This is an optimization exercise on Yosys and OpenROAD, whose aim is small area, a short achievable clock period and few clock cycles, not a production implementation.
No functional check of the RTL was part of any run shown here.
Power and IR drop assume default switching activity.

### design/flow/run.sh
#!/bin/bash
# synth_recipe.tcl (not shown) runs the flow's synth.tcl, then flattens the netlist and writes it again
# the make line also repeats each setting of config.mk as NAME=value (left out here)
make -C /OpenROAD-flow-scripts/flow DESIGN_CONFIG=/design/flow/config.mk WORK_HOME=/design/flow/orfs CLKGATE_MAP_FILE= SYNTH_SCRIPT=/design/flow/synth_recipe.tcl finish
### design/flow/config.mk
export PLATFORM = sky130hd
export DESIGN_NAME = start_length_end_deframer_unit
export DESIGN_NICKNAME = start_length_end_deframer_unit
export VERILOG_FILES = /design/flow/design.v
export SDC_FILE = /design/flow/constraint.sdc
export NUM_CORES = 4
export LEC_CHECK = 0
export CAP_MARGIN = 20
export CORE_MARGIN = 2
export CORE_UTILIZATION = 40
export SLEW_MARGIN = 20
### design/flow/constraint.sdc
create_clock -name core_clock -period 5.5 [get_ports {clk}]
set_input_delay 1.1000 -clock core_clock [delete_from_list [all_inputs] [get_ports {clk}]]
set_output_delay 1.1000 -clock core_clock [all_outputs]
set_load 0.01 [all_outputs]
### design/flow/design.v
package sled_pkg;
  localparam int BUF_BYTES = 64;    
  localparam int STORE     = 62;    
  localparam int CNT_W     = 7;     
  localparam int AGE_W     = 6;     
  localparam int NDESC     = 3;     
  localparam logic [7:0] START_MARK = 8'h50;
  localparam logic [7:0] END_MARK   = 8'h45;
  localparam logic [1:0] KIND_PAYLOAD  = 2'd0;
  localparam logic [1:0] KIND_EMPTY    = 2'd1;
  localparam logic [1:0] KIND_OVERFLOW = 2'd2;
endpackage
import sled_pkg::*;
module sled_ram #(
  parameter int DEPTH = STORE
) (
  input  logic               clk,
  input  logic               shift,
  input  logic [7:0]         wdata,
  output logic [DEPTH*8-1:0] bytes_o
);
  logic [DEPTH*8-1:0] sr;
  always_ff @(posedge clk) begin
    if (shift) begin
      sr <= {sr[(DEPTH-1)*8-1:0], wdata};
    end
  end
  assign bytes_o = sr;
endmodule
import sled_pkg::*;
module sled_front (
  input  logic       clk,
  input  logic       rst_n,
  input  logic       in_tvalid,
  output logic       in_tready,
  input  logic [7:0] in_tdata,
  output logic       q_valid,
  output logic [7:0] q_data,
  output logic       q_is_end,
  input  logic       q_ok
);
  logic       v_r;
  logic [7:0] d_r;
  logic       e_r;
  assign in_tready = !v_r || q_ok;
  assign q_valid   = v_r;
  assign q_data    = d_r;
  assign q_is_end  = e_r;
  always_ff @(posedge clk) begin
    if (!rst_n) begin
      v_r <= 1'b0;
    end else if (in_tready) begin
      v_r <= in_tvalid;
    end
    if (in_tready && in_tvalid) begin
      d_r <= in_tdata;
      e_r <= (in_tdata == END_MARK);
    end
  end
endmodule
import sled_pkg::*;
module sled_back (
  input  logic               clk,
  input  logic               rst_n,
  input  logic               q_valid,
  input  logic [7:0]         q_data,
  input  logic               q_is_end,
  output logic               q_ok,
  output logic               shift,
  input  logic [STORE*8-1:0] bytes_i,
  output logic               out_tvalid,
  input  logic               out_tready,
  output logic [7:0]         out_tdata,
  output logic               out_tlast,
  output logic [1:0]         out_tuser
);
  logic [CNT_W-1:0] cnt_r;
  logic             has_r;
  logic [AGE_W-1:0] best_r;
  logic             dv_r [NDESC];
  logic [1:0]       dk_r [NDESC];
  logic [AGE_W-1:0] dp_r [NDESC];
  logic [AGE_W-1:0] dn_r [NDESC];
  logic             ovalid_r;
  logic [7:0]       obyte_r;
  logic             olast_r;
  logic [1:0]       okind_r;
  logic [7:0] b [STORE];
  always_comb begin
    for (int k = 0; k < STORE; k++) b[k] = bytes_i[k*8 +: 8];
  end
  logic full, qfull, pstall, might, consume, complete, ovf, push;
  logic out_free, pop, retire;
  assign full = (cnt_r == CNT_W'(BUF_BYTES));
  always_comb begin
    qfull  = 1'b1;
    pstall = 1'b0;
    for (int k = 0; k < NDESC; k++) begin
      qfull  = qfull && dv_r[k];
      pstall = pstall || (dv_r[k] && dk_r[k] == KIND_PAYLOAD &&
                          dp_r[k] == AGE_W'(STORE - 1));
    end
  end
  assign might    = (q_is_end && has_r) || full;
  assign q_ok     = !pstall && !(qfull && might);
  assign consume  = q_valid && q_ok;
  assign shift    = consume;
  assign complete = consume && q_is_end && has_r;
  assign ovf      = consume && !complete && full;
  assign push     = complete || ovf;
  assign out_free = !ovalid_r || out_tready;
  assign pop      = out_free && dv_r[0];
  assign retire   = pop && (dk_r[0] != KIND_PAYLOAD || dn_r[0] == AGE_W'(1));
  logic [STORE-1:0] cand;
  logic             has_n;
  logic [AGE_W-1:0] best_n;
  always_comb begin
    cand[0] = (q_data == 8'd0) && (b[0] == START_MARK) && (cnt_r != '0);
    for (int q = 1; q < STORE; q++) begin
      cand[q] = (b[q-1] == 8'(q)) && (b[q] == START_MARK) && (cnt_r > CNT_W'(q));
    end
    has_n  = 1'b0;
    best_n = '0;
    for (int q = 0; q < STORE; q++) begin
      if (cand[q]) begin
        has_n  = 1'b1;
        best_n = AGE_W'(q);
      end
    end
  end
  logic             dv_n [NDESC];
  logic [1:0]       dk_n [NDESC];
  logic [AGE_W-1:0] dp_n [NDESC];
  logic [AGE_W-1:0] dn_n [NDESC];
  logic             placed;
  always_comb begin
    for (int k = 0; k < NDESC; k++) begin
      dv_n[k] = dv_r[k];
      dk_n[k] = dk_r[k];
      dp_n[k] = dp_r[k];
      dn_n[k] = dn_r[k];
    end
    if (pop && !retire) begin
      dp_n[0] = dp_r[0] - AGE_W'(1);
      dn_n[0] = dn_r[0] - AGE_W'(1);
    end
    if (retire) begin
      for (int k = 0; k < NDESC - 1; k++) begin
        dv_n[k] = dv_r[k+1];
        dk_n[k] = dk_r[k+1];
        dp_n[k] = dp_r[k+1];
        dn_n[k] = dn_r[k+1];
      end
      dv_n[NDESC-1] = 1'b0;
    end
    if (consume) begin
      for (int k = 0; k < NDESC; k++) dp_n[k] = dp_n[k] + AGE_W'(1);
    end
    placed = 1'b0;
    if (push) begin
      for (int k = 0; k < NDESC; k++) begin
        if (!dv_n[k] && !placed) begin
          placed  = 1'b1;
          dv_n[k] = 1'b1;
          dk_n[k] = complete ? ((best_r == '0) ? KIND_EMPTY : KIND_PAYLOAD)
                             : KIND_OVERFLOW;
          dp_n[k] = best_r;
          dn_n[k] = best_r;
        end
      end
    end
  end
  always_ff @(posedge clk) begin
    if (!rst_n) begin
      cnt_r    <= '0;
      has_r    <= 1'b0;
      ovalid_r <= 1'b0;
      for (int k = 0; k < NDESC; k++) dv_r[k] <= 1'b0;
    end else begin
      if (consume) begin
        if (complete) begin
          cnt_r <= '0;
        end else if (!full) begin
          cnt_r <= cnt_r + CNT_W'(1);
        end
        has_r <= has_n && !complete;
      end
      for (int k = 0; k < NDESC; k++) dv_r[k] <= dv_n[k];
      if (pop) begin
        ovalid_r <= 1'b1;
      end else if (out_tready) begin
        ovalid_r <= 1'b0;
      end
    end
    if (consume) best_r <= best_n;
    for (int k = 0; k < NDESC; k++) begin
      dk_r[k] <= dk_n[k];
      dp_r[k] <= dp_n[k];
      dn_r[k] <= dn_n[k];
    end
    if (pop) begin
      obyte_r <= (dk_r[0] == KIND_PAYLOAD) ? b[dp_r[0]] : 8'd0;
      olast_r <= (dk_r[0] != KIND_PAYLOAD) || (dn_r[0] == AGE_W'(1));
      okind_r <= dk_r[0];
    end
  end
  assign out_tvalid = ovalid_r;
  assign out_tdata  = obyte_r;
  assign out_tlast  = olast_r;
  assign out_tuser  = okind_r;
endmodule
import sled_pkg::*;
module start_length_end_deframer_unit (
  input  logic       clk,
  input  logic       rst_n,
  input  logic       in_tvalid,
  output logic       in_tready,
  input  logic [7:0] in_tdata,    
  output logic       out_tvalid,
  input  logic       out_tready,
  output logic [7:0] out_tdata,   
  output logic       out_tlast,
  output logic [1:0] out_tuser    
);
  logic               q_valid;
  logic [7:0]         q_data;
  logic               q_is_end;
  logic               q_ok;
  logic               shift;
  logic [STORE*8-1:0] bytes;
  sled_front u_front (
    .clk       (clk),
    .rst_n     (rst_n),
    .in_tvalid (in_tvalid),
    .in_tready (in_tready),
    .in_tdata  (in_tdata),
    .q_valid   (q_valid),
    .q_data    (q_data),
    .q_is_end  (q_is_end),
    .q_ok      (q_ok)
  );
  sled_ram u_ram (
    .clk     (clk),
    .shift   (shift),
    .wdata   (q_data),
    .bytes_o (bytes)
  );
  sled_back u_back (
    .clk        (clk),
    .rst_n      (rst_n),
    .q_valid    (q_valid),
    .q_data     (q_data),
    .q_is_end   (q_is_end),
    .q_ok       (q_ok),
    .shift      (shift),
    .bytes_i    (bytes),
    .out_tvalid (out_tvalid),
    .out_tready (out_tready),
    .out_tdata  (out_tdata),
    .out_tlast  (out_tlast),
    .out_tuser  (out_tuser)
  );
endmodule
==> run notes, run 1 <==
Run status
The run finished with no timing, DRC or antenna violations.

Place
The number of port buffers is 24. After detailed placement, the total cell area comes to 27,800 sq um. Routability-driven placement finished with a final weighted congestion of 1.112.

The sum of net half-perimeters after detailed placement is 111,600 um.

Detailed routing
Dividing the detail-routed wire length by the instance count gives 46.80 um. Before antenna repair, the detailed router went through 6 iterations. Using the TritonRoute via totals, the vias-per-cell ratio works out to 7.192. The final route contains 21,836 vias.

The wire length reported by the detailed router is 142,100 um. The count of unresolved DRC violations after routing is 0. The number of routed nets with antenna violations is 0. After the first detailed-routing iteration, the DRC count stood at 4,237.

Timing
Static timing analysis puts the maximum clock frequency at 209.9 MHz. After routing, the total negative slack on setup checks comes to 0 ns. The final max-slew violation count is 0. The actual slew at the worst max-slew pin is 1.214 ns. Setup repair after global routing left no endpoint under its margin. The total count of hold-check failures in the final report was 0. The ratio of final minimum period to clock period is 86.62%. The tightest slew margin relative to the limit is 16.99%.

On the final layout, the worst clock skew is 0.01890 ns. Setup violations remaining at the end of the flow were counted as 0. The time the final worst path needs with I/O delays and setup is 4.764 ns.

Worst setup path
The maximum fanout encountered on the critical timing path is 22. The kind of capture point of the worst setup path is a register. The required time of the worst setup path is 5.98 ns. The kind of start point of the critical path is a register. The data arrival time at the worst-slack endpoint is 5.24 ns. The start-to-end type of the worst setup path is register to register.

Finish
Summing all flip-flop and latch instances after layout gives 16,860 sq um. For this run, the post-layout net count is 2,148. Leaving out fill and tap cells, the most frequent cells in the layout are sky130_fd_sc_hd__edfxtp_1 (530), sky130_fd_sc_hd__a22oi_1 (218), sky130_fd_sc_hd__nand2_1 (144). In the final layout, the share of cells above drive strength 1 is 12.71%.

In the final layout, the multi-input gates occupy 8798 sq um. Relative to the synthesized area, the layout overhead comes to 15.92%. Leaving out fill and tap cells, the most frequent cell in the layout is sky130_fd_sc_hd__edfxtp_1. Counting the fill cells in the layout gives 5,733. The post-route cell area is 30,060 sq um.

Logic synthesis
The number of warnings reported in the yosys synthesis log is 12. Of all flip-flops after synthesis, the portion carrying an async set or reset was 0%. The synthesized area per cell is 12.99 sq um. After synthesis the netlist holds a flip-flop and latch count of 577. Sequential elements use 65.01% of the synthesized area.

After synthesis, the netlist uses 102 different library cells. The total nets after synthesis is 2,023. In this run the cell area of the synthesized design comes to 25,930 sq um.

Yosys mapped a number of flops with a built-in enable equal to 530. The most common flop cell mapped by yosys is sky130_fd_sc_hd__edfxtp_1. The cell count after synthesis is 1,996.

Power and ir drop
The analysis attributes to net switching a power of 0.004108 W. The peak ir drop on the vdd network is 301.6 uV. The cell area power density is 419.6 nW/um^2. The internal power is 0.008502 W.

The power share of the clock group is 37.0%. The share of total power in combinational logic is 19.0%. The sequential power share is 44.1%. Summed over all cells, the static leakage comes to 9.691 nW. The share of total power consumed by net switching is 32.58%.

CTS
The buffer levels on the longest clock path is 3. For the worst-skew pair, the clock arrives at the later sink with an insertion delay of 0.64 ns. The number of buffers added by the clock tree synthesis step is 66. The CTS tree is built.

The number of buffers added for setup after CTS is 0. The buffer cell driving the clock tree root is sky130_fd_sc_hd__clkbuf_16. Clock-pin slew was measured on the worst setup and hold paths at 0.06 ns.

The number of gates resized after CTS was 0. Clock tree synthesis found a total of 577 sinks. In this run, post-CTS hold repair placed 0 buffers. The total number of H-tree levels is 3.

Run
The max capacitance violation total is 0.

Global routing
The initial antenna violation count is 14. Global routing finished with a remaining overflow of 0. The first global-routing pass estimated 186,100 um of wire. Global routing used 42.18% of the available tracks. Entering global routing, the biggest net connects 150 pins.

The number of global-route vias before repair is 19,999.

Floorplanning
The die height is 258.6 um. The die width is 258.6 um. The initial cell density of the core is 40.37%. The floorplan step defined a die boundary enclosing 66,870 sq um. The core region is 64,230 sq um.

For this design the top-level I/O count stands at 25. The floorplan has 93 rows.

Worst hold path
The min-delay analysis places its worst path in the category register to register.
==> Yosys cell counts (12+ instances only) <==
cell / number / area [sq um]
sky130_fd_sc_hd__or3_1: 12 / 75.07
sky130_fd_sc_hd__clkbuf_1: 31 / 116.4
sky130_fd_sc_hd__nor3_1: 56 / 280.3
sky130_fd_sc_hd__or4_1: 30 / 225.2
sky130_fd_sc_hd__dfxtp_1: 47 / 940.9
sky130_fd_sc_hd__edfxtp_1: 530 / 15920
sky130_fd_sc_hd__a31oi_1: 21 / 131.4
sky130_fd_sc_hd__nand3b_1: 21 / 157.7
sky130_fd_sc_hd__ha_1: 15 / 187.7
sky130_fd_sc_hd__buf_2: 21 / 105.1
sky130_fd_sc_hd__nor2_1: 152 / 570.6
sky130_fd_sc_hd__nor3b_1: 13 / 97.59
sky130_fd_sc_hd__a21oi_1: 52 / 260.3
sky130_fd_sc_hd__nand2b_1: 23 / 143.9
sky130_fd_sc_hd__o21ai_0: 49 / 245.2
sky130_fd_sc_hd__inv_1: 27 / 101.4
sky130_fd_sc_hd__nor4_1: 51 / 319.1
sky130_fd_sc_hd__nor4bb_1: 36 / 360.4
sky130_fd_sc_hd__a22oi_1: 218 / 1637
sky130_fd_sc_hd__nor4b_1: 43 / 376.6
sky130_fd_sc_hd__nand2_1: 144 / 540.5
sky130_fd_sc_hd__and4_1: 12 / 105.1
sky130_fd_sc_hd__nor2b_1: 16 / 100.1
sky130_fd_sc_hd__nand3_1: 55 / 275.3
sky130_fd_sc_hd__o211ai_1: 14 / 105.1
sky130_fd_sc_hd__nand4b_1: 19 / 166.4
sky130_fd_sc_hd__nand4_1: 60 / 375.4
==> final timing paths <==
kind / startpoint / end / slack, ns / depth (start not counted)
max: u_back.cnt_r[1]$_SDFFE_PN0P_ / u_back.best_r[0]$_SDFFCE_PP1P_ / 0.74 / 10
max reg2reg: u_back.cnt_r[1]$_SDFFE_PN0P_ / u_back.best_r[0]$_SDFFCE_PP1P_ / 0.74 / 10
min: u_back.dk_r[0][1]$_DFF_P_ / u_back.okind_r[1]$_DFFE_PP_ / 0.46 / 0
min reg2reg: u_back.dk_r[0][1]$_DFF_P_ / u_back.okind_r[1]$_DFFE_PP_ / 0.46 / 0
==> kinds of logic (layout without fill, tap and decap cells) <==
kind of cell / after synthesis / after routing / synth area share [%]
xor+xnor: 18 / 18 / 0.6081
simple gates: 814 / 814 / 18.42
buf+inv: 88 / 264 / 1.520
compound gates: 471 / 471 / 13.20
other cells: 0 / 9 / 0
flops: 577 / 577 / 65.01
fa+ha+maj: 15 / 15 / 0.7238
mux: 13 / 13 / 0.5163
==> flip-flops by register name (all words and copies together) (netlist names) <==
name	count
u_back.dn_r	18
u_back.dv_r	3
u_front.d_r	8
u_front.e_r	1
u_front.v_r	1
u_ram.sr	496
u_back.has_r	1
u_back.obyte_r	8
u_back.best_r	6
u_back.ovalid_r	1
u_back.dp_r	18
u_back.okind_r	2
u_back.olast_r	1
u_back.dk_r	6
u_back.cnt_r	7
==> routing by layer <==
metal / part of all wire [%] / up-vias / GRT usage [%] / wire length (um)
met1: 38 / 11030 / 55.58 / 53360
met5: 0.085 / - / 0.7123 / 121
met4: 8.8 / 10 / 30.15 / 12510
li1: - / 8454 / - / -
met3: 13 / 398 / 14.32 / 18850
met2: 40 / 1944 / 57.83 / 57260
==> power groups by stage <==
stage	Clock (W)	Sequential, W	Combinational, W
floorplan	0	0.00535	0.00118
global placement	0	0.00560	0.00228
detailed placement	0	0.00561	0.00229
CTS	0.00464	0.00552	0.00230
global route	0.00480	0.00556	0.00244
finish	0.00466	0.00556	0.00240
==> critical path: stages, from the launching register on <==
cell and delay (ns):
sky130_fd_sc_hd__dfxtp_1 0.86, sky130_fd_sc_hd__inv_1 0.20, sky130_fd_sc_hd__ha_1 0.41, sky130_fd_sc_hd__o21ba_2 0.48
sky130_fd_sc_hd__or4_1 0.17, sky130_fd_sc_hd__nand4b_1 0.16, sky130_fd_sc_hd__a2111oi_0 0.52, sky130_fd_sc_hd__o311ai_0 0.32
sky130_fd_sc_hd__a2111oi_0 1.12, sky130_fd_sc_hd__o31ai_1 0.16, sky130_fd_sc_hd__a21oi_1 0.19
==> per-stage QoR <==
stage / hold WS, ns / utilization [%] / power (W) / setup WS, ns / std cells
after floorplan: 0.4227 / - / 0.006535 / 0.4234 / 1996
after global placement: 0.4375 / 43.25 / 0.007881 / 1.029 / 2907
after detailed placement: 0.4395 / 43.27 / 0.007901 / 1.071 / 2907
after CTS: 0.4526 / 46.74 / 0.01246 / 1.016 / 3026
after global routing: 0.4700 / 46.77 / 0.01280 / 0.6511 / 3029
final: 0.4607 / 46.79 / 0.01261 / 0.7358 / 3036
==> final cells by class <==
| type | instances | area share (%) |
|---|---|---|
| antenna | 9 | 0.07493 |
| clock buffer | 78 | 5.820 |
| clock inverter | 41 | 1.582 |
| inverter | 29 | 0.3871 |
| multi-input combinational | 1331 | 29.27 |
| sequential | 577 | 56.08 |
| tap | 855 | 3.559 |
| timing repair buffer | 116 | 3.222 |
==> run 2: changes to the inputs <==
--- a/design/flow/config.mk
+++ b/design/flow/config.mk
@@ -10,2 +10,3 @@
 export CORE_UTILIZATION = 40
+export SETUP_SLACK_MARGIN = 3.0
 export SLEW_MARGIN = 20
==> run 2 against run 1 <==
Die area unchanged. Non-clock buffer count increased by 247. Critical path depth increased by 1. Synthesized cell count unchanged. First-iteration DRC count increased by 5.3%. Core utilization increased by 7.5 points. Still clean on timing, DRC and antenna. Critical endpoint unchanged. Setup slack improved by 1.3 ns. Register-to-register slack improved by 1.3 ns. Combinational power increased by 33%. Clock-buffer cell count decreased by 1. Sequential power increased by 1%.
==> run notes, run 2 <==
Worst hold path
The tightest min-delay check is of the register to register type. The hold path startpoint is u_front.d_r[2]$_DFFE_PP_.

Detailed routing
The per-cell routed wire length is 47.26 um (+0.98%). The wire length reported by the detailed router is 155,700 um (+9.6%). The DRC violation total after the first TritonRoute iteration came to 4,460 (+5.3%). The first-pass iteration count of the detailed router was 9 (+3). The count of unresolved DRC violations after routing is 0 (unchanged).

The number of routed nets with antenna violations is 0 (unchanged). The via count is 24,051 (+10%). The via-per-instance ratio is 7.301 (+1.5%).

Worst setup path
The maximum fanout encountered on the critical timing path is 4 (-82%). The logic depth of the worst setup path including buffers is 11 (+1). The start-to-end type of the worst setup path is register to register. The family with the most delay on the worst path is compound AO/OA/AOI/OAI gates. The required time of the worst setup path is 6.01 ns (+0.03 ns). The endpoint of the most critical setup path is u_back.best_r[0]$_SDFFCE_PP1P_. The cell count of the worst reg-to-reg path came to 11 (+1). The data arrival time at the worst-slack endpoint is 3.93 ns (-1.31 ns).

STA classifies the critical path endpoint as a register. The delay of the slowest cell on the worst path is 0.60 ns (-0.52 ns). The worst setup path is launched from a register.

The worst register-to-register path ends at u_back.best_r[0]$_SDFFCE_PP1P_. The critical path buffer and inverter count came to 3 (+2). The reg2reg setup slack is 2.08 ns (+1.34 ns).

The most critical setup path has its startpoint at u_back.cnt_r[3]$_SDFFE_PN0P_. The startpoint identified for the worst register-to-register timing path is u_back.cnt_r[3]$_SDFFE_PN0P_. Walking the worst path, the cells encountered are buf_12 -> buf_4 -> buf_6 -> or4_4 -> nand4_1 -> a311oi_2 -> a2111oi_1 -> o311ai_2 -> a2111oi_4 -> o31ai_1 -> a21oi_1. On the critical path, the stage with the largest delay is an instance of sky130_fd_sc_hd__a2111oi_1.

Global routing
The maximum number of pins on one net before global-route repair is 77 (-49%). The overall global routing resource usage is 44.21% (+2.0 points). The number of global-route vias before repair is 20,884 (+4.4%). The initial antenna violation count is 22 (+8). The global-route wire length before repair is 196,200 um (+5.4%). The remaining global-route overflow was 0 (unchanged).

Timing
The final setup skew was 0.01750 ns (-0.001403 ns). The aggregate negative setup slack was 0 ns (unchanged). The actual slew at the worst max-slew pin is 0.9805 ns (-0.2333 ns). The final number of setup-violating endpoints was 0 (unchanged). Setup repair after global routing could not meet its margin everywhere. The time the final worst path needs with I/O delays and setup is 3.422 ns (-1.342 ns). The tightest slew margin relative to the limit was 34.64% (+18 points).

The highest clock rate is 292.2 MHz (+39%). The ratio of final minimum period to clock period is 62.22% (-24 points). The final max-slew violation count is 0 (unchanged).

The total count of hold-check failures in the final report is 0 (unchanged). The final-layout worst hold slack is 0.4570 ns (-0.003731 ns).

Run
The max capacitance violation total is 0 (unchanged).

Power and ir drop
The share of total power consumed by net switching was 33.00% (+0.42 points). The peak ir drop on the vdd network was 273.5 uV (-9.3%). The cell area power density is 373.4 nW/um^2 (-11%). The power share of the clock group is 32.3% (-4.7 points). The share of total power in combinational logic is 24.5% (+5.5 points). The standby leakage power is 11.78 nW (+22%).

The internal power is 0.008731 W (+2.7%). The sequential power share is 43.2% (-0.9 points). The switching power total is 0.004300 W (+4.7%).

Finish
The largest registers in the layout are u_ram.sr (496), u_back.dn_r (18), u_back.dp_r (18). The layout cell share with drive strength beyond 1 is 32.03% (+19 points). Leaving out fill and tap cells, the most frequent cell in the layout is sky130_fd_sc_hd__edfxtp_1. The post-layout net count was 2,406 (+12%). The flip-flop count of the largest register after layout is 496 (unchanged). The fill cell total of the finished layout is 5,342 (-6.8%).

The area growth from synthesis to layout is 34.58%. Leaving out fill and tap cells, the most frequent cells in the layout are sky130_fd_sc_hd__edfxtp_1 (530), sky130_fd_sc_hd__buf_4 (216), sky130_fd_sc_hd__a22oi_1 (184). The register with the most flip-flops in the final layout is u_ram.sr.

CTS
TritonCTS built the clock tree. The sink count of the clock tree came to 577 (unchanged). The buffer levels on the longest clock path is 3 (unchanged). The clock-pin transition on the worst setup and hold timing paths is 0.06 ns (about the same). The buffer cell driving the clock tree root is sky130_fd_sc_hd__clkbuf_16. The total number of H-tree levels is 2 (-1). The clock network latency to the later pin of the worst-skew pair was 0.66 ns (+0.02 ns). The number of buffers added by the clock tree synthesis step is 61 (-7.6%).

Logic synthesis
The cell type with the largest total area after synthesis is sky130_fd_sc_hd__edfxtp_1. The area fraction of the dominant cell type after synthesis is 61.38% (unchanged). The cell count after synthesis came to 1,996 (unchanged). For this run, the leading register cell type out of synthesis is sky130_fd_sc_hd__edfxtp_1. By count the netlist is led by sky130_fd_sc_hd__edfxtp_1 (530), sky130_fd_sc_hd__a22oi_1 (218), sky130_fd_sc_hd__nor2_1 (152), sky130_fd_sc_hd__nand2_1 (144), sky130_fd_sc_hd__nand4_1 (60).

The number of distinct library cells after synthesis came to 102 (unchanged). The sequential element share of the synthesized area is 65.01% (unchanged). The total nets after synthesis is 2,023 (unchanged). The area of the mapped netlist came to 25,930 sq um (unchanged). In the post-synthesis netlist, the biggest area contributors are sky130_fd_sc_hd__edfxtp_1 (61%), sky130_fd_sc_hd__a22oi_1 (6.3%), sky130_fd_sc_hd__dfxtp_1 (3.6%). The synthesized area per cell was 12.99 sq um (unchanged). The post-synthesis async set-or-reset flop share is 0% (unchanged). The count of flip-flops with a built-in enable after synthesis is 530 (unchanged).

Yosys instantiated no cell more often than sky130_fd_sc_hd__edfxtp_1. The flop and latch count out of synthesis came to 577 (unchanged). The number of warnings reported in the yosys synthesis log is 12 (unchanged).

Place
The final estimated routing congestion in global placement came to 1.125 (+1.2%). The sum of net half-perimeters after detailed placement is 112,300 um (+0.60%). The number of port buffers is 24 (unchanged).

Floorplanning
The core area came to 64,230 sq um (unchanged). The cell row count is 93 (unchanged). The overall die area is 66,870 sq um (unchanged). The initial cell density of the core came to 40.37% (unchanged). The die width is 258.6 um (unchanged).

The die height was 258.6 um (unchanged). The number of top-level design ports is 25 (unchanged).

Run status
The flow ran to the end and the layout has no timing, DRC or antenna violations.
[run 2: kinds of logic after synthesis]
logic type / after synthesis / share of synthesized area (%)
and+or+nand+nor: 814 / 18.42
DFF: 577 / 65.01
AOI/OAI and AO/OA: 471 / 13.20
buffers and inverters: 88 / 1.520
xor gates and xnor gates: 18 / 0.6081
adders and majority gates: 15 / 0.7238
muxes: 13 / 0.5163
[run 2: cell type report]
| type | count | area [sq um] | area share, % |
|---|---|---|---|
| sequential | 577 | 16910 | 48.45 |
| multi-input combinational | 1335 | 10460 | 29.98 |
| timing repair buffer | 363 | 4010 | 11.49 |
| clock buffer | 77 | 1627 | 4.661 |
| tap | 855 | 1070 | 3.066 |
| clock inverter | 33 | 349.1 | 1.000 |
| timing repair inverter | 12 | 247.7 | 0.7099 |
| inverter | 29 | 190.2 | 0.5450 |
| antenna | 13 | 32.53 | 0.09322 |
[run 2: worst min-delay path by stage]
stage / to / slack (ns) / cells after the start
floorplan: u_back.okind_r[1]$_DFFE_PP_ / 0.42 / 0
global placement: u_ram.sr[5]$_DFFE_PP_ / 0.44 / 0
detailed placement: u_back.okind_r[0]$_DFFE_PP_ / 0.44 / 0
CTS: u_back.okind_r[0]$_DFFE_PP_ / 0.45 / 0
global route: u_ram.sr[1]$_DFFE_PP_ / 0.47 / 0
finish: u_ram.sr[2]$_DFFE_PP_ / 0.46 / 0
[run 2: stage by stage]
stage	cells	area, sq um	total power [W]	setup WS [ns]	util, %
after global routing	3281	34860	0.01319	2.020	54.28
after detailed placement	2895	27810	0.007745	1.047	43.30
after global placement	2895	27790	0.007744	1.046	43.26
after CTS	3121	32050	0.01234	2.147	49.90
after floorplan	1996	26170	0.006564	2.129	-
final	3294	34900	0.01303	2.078	54.33
[run 2: power groups by stage]
| stage | combinational [W] | clock, W | sequential [W] |
|---|---|---|---|
| detailed placement | 0.00208 | 0 | 0.00567 |
| CTS | 0.00258 | 0.00418 | 0.00558 |
| floorplan | 0.00122 | 0 | 0.00535 |
| global route | 0.00321 | 0.00435 | 0.00563 |
| global placement | 0.00208 | 0 | 0.00566 |
| finish | 0.00319 | 0.00421 | 0.00563 |
[run 2: metal layers]
metal	routed length (um)	part of all wire [%]	track usage [%]	vias to the layer above
met5	123	0.079	0	-
met4	14900	9.6	30.38	12
met3	21760	14	15.01	656
met2	62010	40	61.57	2414
met1	56890	37	58.00	11968
li1	-	-	-	9001
[run 2: what timing repair did]
item	4_1_cts	5_1_grt
buffers inserted	107	109
hold buffers	0	0
setup endpoints to repair	593	562
cloned	9	51
pin swaps	59	70
resized for setup	302	235

==> static timing again, ports no longer ideal <==
The results above use ideal ports. As a check the final layouts listed here were re-extracted and re-timed, cells and wires unchanged. Step 1: set_driving_cell puts a clkbuf_16 on clk and a buf_2 on each other input, an assumption about the parent block. Step 2 also shifts input and output timing later by t, the mid clock arrival at the registers, as if the neighbouring blocks saw the same clock. Slacks: ideal / step 1 / step 2; pairs: ideal / step 1.
run	t (ns)	slack for setup (ns)	worst setup path after step 2	worst data-port slew with drivers (ns)
run 1	0.700	0.736 / 0.736 / 0.736	register to register	0.04
run 2	0.727	2.078 / 2.011 / 2.078	register to register	0.04
After both steps setup and hold are still met in every run listed.
